This design comes from an exercise in tuning for small area and a short achievable clock period on the open sky130 flow, not from production work.
Only simulation tests tie the RTL to the original design; equivalence was not proved.
Power is estimated from default activity; no workload was simulated.

## purple
==> flow/design.v <==
module btb_top (
    input  logic        CLK,
    input  logic        RST,
    input  logic        lookup_en,
    input  logic [31:0] lookup_pc,
    output logic        pred_hit,
    output logic        pred_taken,
    output logic [31:0] pred_target,
    input  logic        update_en,
    input  logic [31:0] update_pc,
    input  logic        update_taken,
    input  logic [31:0] update_target,
    input  logic        update_mispredict,
    input  logic        flush_all,
    output logic [15:0] lookup_count,
    output logic [15:0] mispredict_count
);
    branch_target_predictor #(.ENTRIES(16), .CNT_W(2), .STAT_W(16)) u_btb (
        .CLK(CLK),
        .RST(RST),
        .lookup_en(lookup_en),
        .lookup_pc(lookup_pc),
        .pred_hit(pred_hit),
        .pred_taken(pred_taken),
        .pred_target(pred_target),
        .update_en(update_en),
        .update_pc(update_pc),
        .update_taken(update_taken),
        .update_target(update_target),
        .update_mispredict(update_mispredict),
        .flush_all(flush_all),
        .lookup_count(lookup_count),
        .mispredict_count(mispredict_count)
    );
endmodule

module branch_target_predictor #(
    parameter int ENTRIES = 16,
    parameter int CNT_W   = 2,
    parameter int STAT_W  = 32
) (
    input  logic              CLK,
    input  logic              RST,
    input  logic              lookup_en,
    input  logic [31:0]       lookup_pc,
    output logic              pred_hit,
    output logic              pred_taken,
    output logic [31:0]       pred_target,
    input  logic              update_en,
    input  logic [31:0]       update_pc,
    input  logic              update_taken,
    input  logic [31:0]       update_target,
    input  logic              update_mispredict,
    input  logic              flush_all,
    output logic [STAT_W-1:0] lookup_count,
    output logic [STAT_W-1:0] mispredict_count
);
    localparam int IDX_W = $clog2(ENTRIES);
    localparam int TAG_W = 32 - IDX_W - 2;
    localparam logic [CNT_W-1:0] CNT_WEAK = CNT_W'(1) << (CNT_W - 1);
    logic [ENTRIES-1:0] valid;
    logic [TAG_W-1:0]   tags    [ENTRIES];
    logic [31:0]        targets [ENTRIES];
    logic [CNT_W-1:0]   cnts    [ENTRIES];
    logic [IDX_W-1:0] lk_idx;
    logic [TAG_W-1:0] lk_tag;
    logic [IDX_W-1:0] up_idx;
    logic [TAG_W-1:0] up_tag;
    logic             up_hit;
    logic             up_act;
    assign lk_idx = lookup_pc[IDX_W+1:2];
    assign lk_tag = lookup_pc[31:IDX_W+2];
    assign up_idx = update_pc[IDX_W+1:2];
    assign up_tag = update_pc[31:IDX_W+2];
    always_comb begin
        pred_hit    = valid[lk_idx] && (tags[lk_idx] == lk_tag);
        pred_taken  = pred_hit && cnts[lk_idx][CNT_W-1];
        pred_target = pred_hit ? targets[lk_idx] : '0;
    end
    assign up_hit = valid[up_idx] && (tags[up_idx] == up_tag);
    assign up_act = update_en && !flush_all;
    always_ff @(posedge CLK or posedge RST) begin
        if (RST)
            valid <= '0;
        else if (flush_all)
            valid <= '0;
        else if (update_en && update_taken)
            valid[up_idx] <= 1'b1;
    end
    always_ff @(posedge CLK) begin
        if (up_act && update_taken) begin
            tags[up_idx]    <= up_tag;
            targets[up_idx] <= update_target;
        end
    end
    always_ff @(posedge CLK) begin
        if (up_act) begin
            if (up_hit) begin
                if (update_taken) begin
                    if (cnts[up_idx] != '1)
                        cnts[up_idx] <= cnts[up_idx] + CNT_W'(1);
                end else if (cnts[up_idx] != '0) begin
                    cnts[up_idx] <= cnts[up_idx] - CNT_W'(1);
                end
            end else if (update_taken) begin
                cnts[up_idx] <= CNT_WEAK;
            end
        end
    end
    always_ff @(posedge CLK or posedge RST) begin
        if (RST) begin
            lookup_count     <= '0;
            mispredict_count <= '0;
        end else begin
            if (lookup_en && (lookup_count != '1))
                lookup_count <= lookup_count + STAT_W'(1);
            if (update_en && update_mispredict && (mispredict_count != '1))
                mispredict_count <= mispredict_count + STAT_W'(1);
        end
    end
endmodule
clock: 7.0 ns
lec_check: 0
cap_margin: 20
core_margin: 2
core_utilization: 40
setup_slack_margin: 0.3
slew_margin: 20
run.sh (not shown) runs the stock make flow with config.mk's settings and CLKGATE_MAP_FILE= SYNTH_SCRIPT=/design/flow/synth_recipe.tcl, a recipe that flattens the netlist after the stock synthesis.
Setup changes, purple to green
-- flow/design.v --
<<< purple, line 68
    logic [TAG_W-1:0] up_tag;
    logic             up_hit;
    logic             up_act;
    assign lk_idx = lookup_pc[IDX_W+1:2];
    assign lk_tag = lookup_pc[31:IDX_W+2];
>>> green, line 68
    logic [TAG_W-1:0] up_tag;
    logic             up_hit;
    assign lk_idx = lookup_pc[IDX_W+1:2];
    assign lk_tag = lookup_pc[31:IDX_W+2];
<<< purple, line 79
    end
    assign up_hit = valid[up_idx] && (tags[up_idx] == up_tag);
    assign up_act = update_en && !flush_all;
    always_ff @(posedge CLK or posedge RST) begin
        if (RST)
            valid <= '0;
        else if (flush_all)
            valid <= '0;
        else if (update_en && update_taken)
            valid[up_idx] <= 1'b1;
    end
    always_ff @(posedge CLK) begin
        if (up_act && update_taken) begin
            tags[up_idx]    <= up_tag;
            targets[up_idx] <= update_target;
        end
    end
    always_ff @(posedge CLK) begin
        if (up_act) begin
            if (up_hit) begin
                if (update_taken) begin
                    if (cnts[up_idx] != '1)
                        cnts[up_idx] <= cnts[up_idx] + CNT_W'(1);
                end else if (cnts[up_idx] != '0) begin
                    cnts[up_idx] <= cnts[up_idx] - CNT_W'(1);
                end
            end else if (update_taken) begin
                cnts[up_idx] <= CNT_WEAK;
            end
        end
>>> green, line 78
    end
    assign up_hit = valid[up_idx] && (tags[up_idx] == up_tag);
    always_ff @(posedge CLK or posedge RST) begin
        if (RST) begin
            valid <= '0;
            for (int unsigned i = 0; i < ENTRIES; i++) begin
                tags[i]    <= '0;
                targets[i] <= '0;
                cnts[i]    <= '0;
            end
        end else if (flush_all) begin
            valid <= '0;
        end else if (update_en) begin
            if (up_hit) begin
                if (update_taken) begin
                    if (cnts[up_idx] != '1)
                        cnts[up_idx] <= cnts[up_idx] + CNT_W'(1);
                    targets[up_idx] <= update_target;
                end else if (cnts[up_idx] != '0) begin
                    cnts[up_idx] <= cnts[up_idx] - CNT_W'(1);
                end
            end else if (update_taken) begin
                valid[up_idx]   <= 1'b1;
                tags[up_idx]    <= up_tag;
                targets[up_idx] <= update_target;
                cnts[up_idx]    <= CNT_WEAK;
            end
        end
--- outcome ---
Length of routed met3 wiring of green exceeds that of purple by more than 100%.
green ends up with higher count of clock-net buffers in the final layout than purple does.
green vs purple, most common cell after layout, fill and taps aside: dfrtp_1 vs edfxtp_1
| register-to-register slack | green vs purple | worse |
Re synthesized-area fraction occupied by ao, oa, aoi and oai cells: purple and green aren't equal, and the higher value belongs to green.
STATUS final critical-path required period: green loses against purple
Compared with purple, in green violation count after the first detailed-routing iteration grew by 2056, final standard cell area without fillers grew by about 14%, overall power consumption grew by 1.9 mW, routed wire length grew by 59%, number of enable-type register cells in the synthesized netlist shrank by 960.

==> re-timing with driven ports <==
The flow's constraints put no driver on any port. The routed layouts listed below were extracted and timed again, unchanged, in two steps.
Step 1 assumes that a clkbuf_16 drives the clock port and a buf_2 every other input.
Step 2 times the ports against the registers' clock, not the clock port: input delays grow and output delays shrink by t, the midpoint of the rising clock arrivals with the driver on.
a / b / c = ideal / step 1 / step 2; a / b = the first two.
run | shift t [ns] | setup WS [ns] | worst setup path after step 2 | latest minus earliest clock arrival (ns) | slew at the worst register clock pin (ns)
purple | 0.730 | 0.498 / 0.425 / 0.425 | input to output | 0.056 / 0.055 | 0.07 / 0.07
green | 0.810 | 0.302 / 0.216 / -0.058 | input to register | 0.063 / 0.063 | 0.07 / 0.07
With both steps, setup timing fails in green, where it was met with ideal ports. The setup slack of green, which loses most, moves by -0.086 ns with the drivers and by -0.360 ns with both steps.
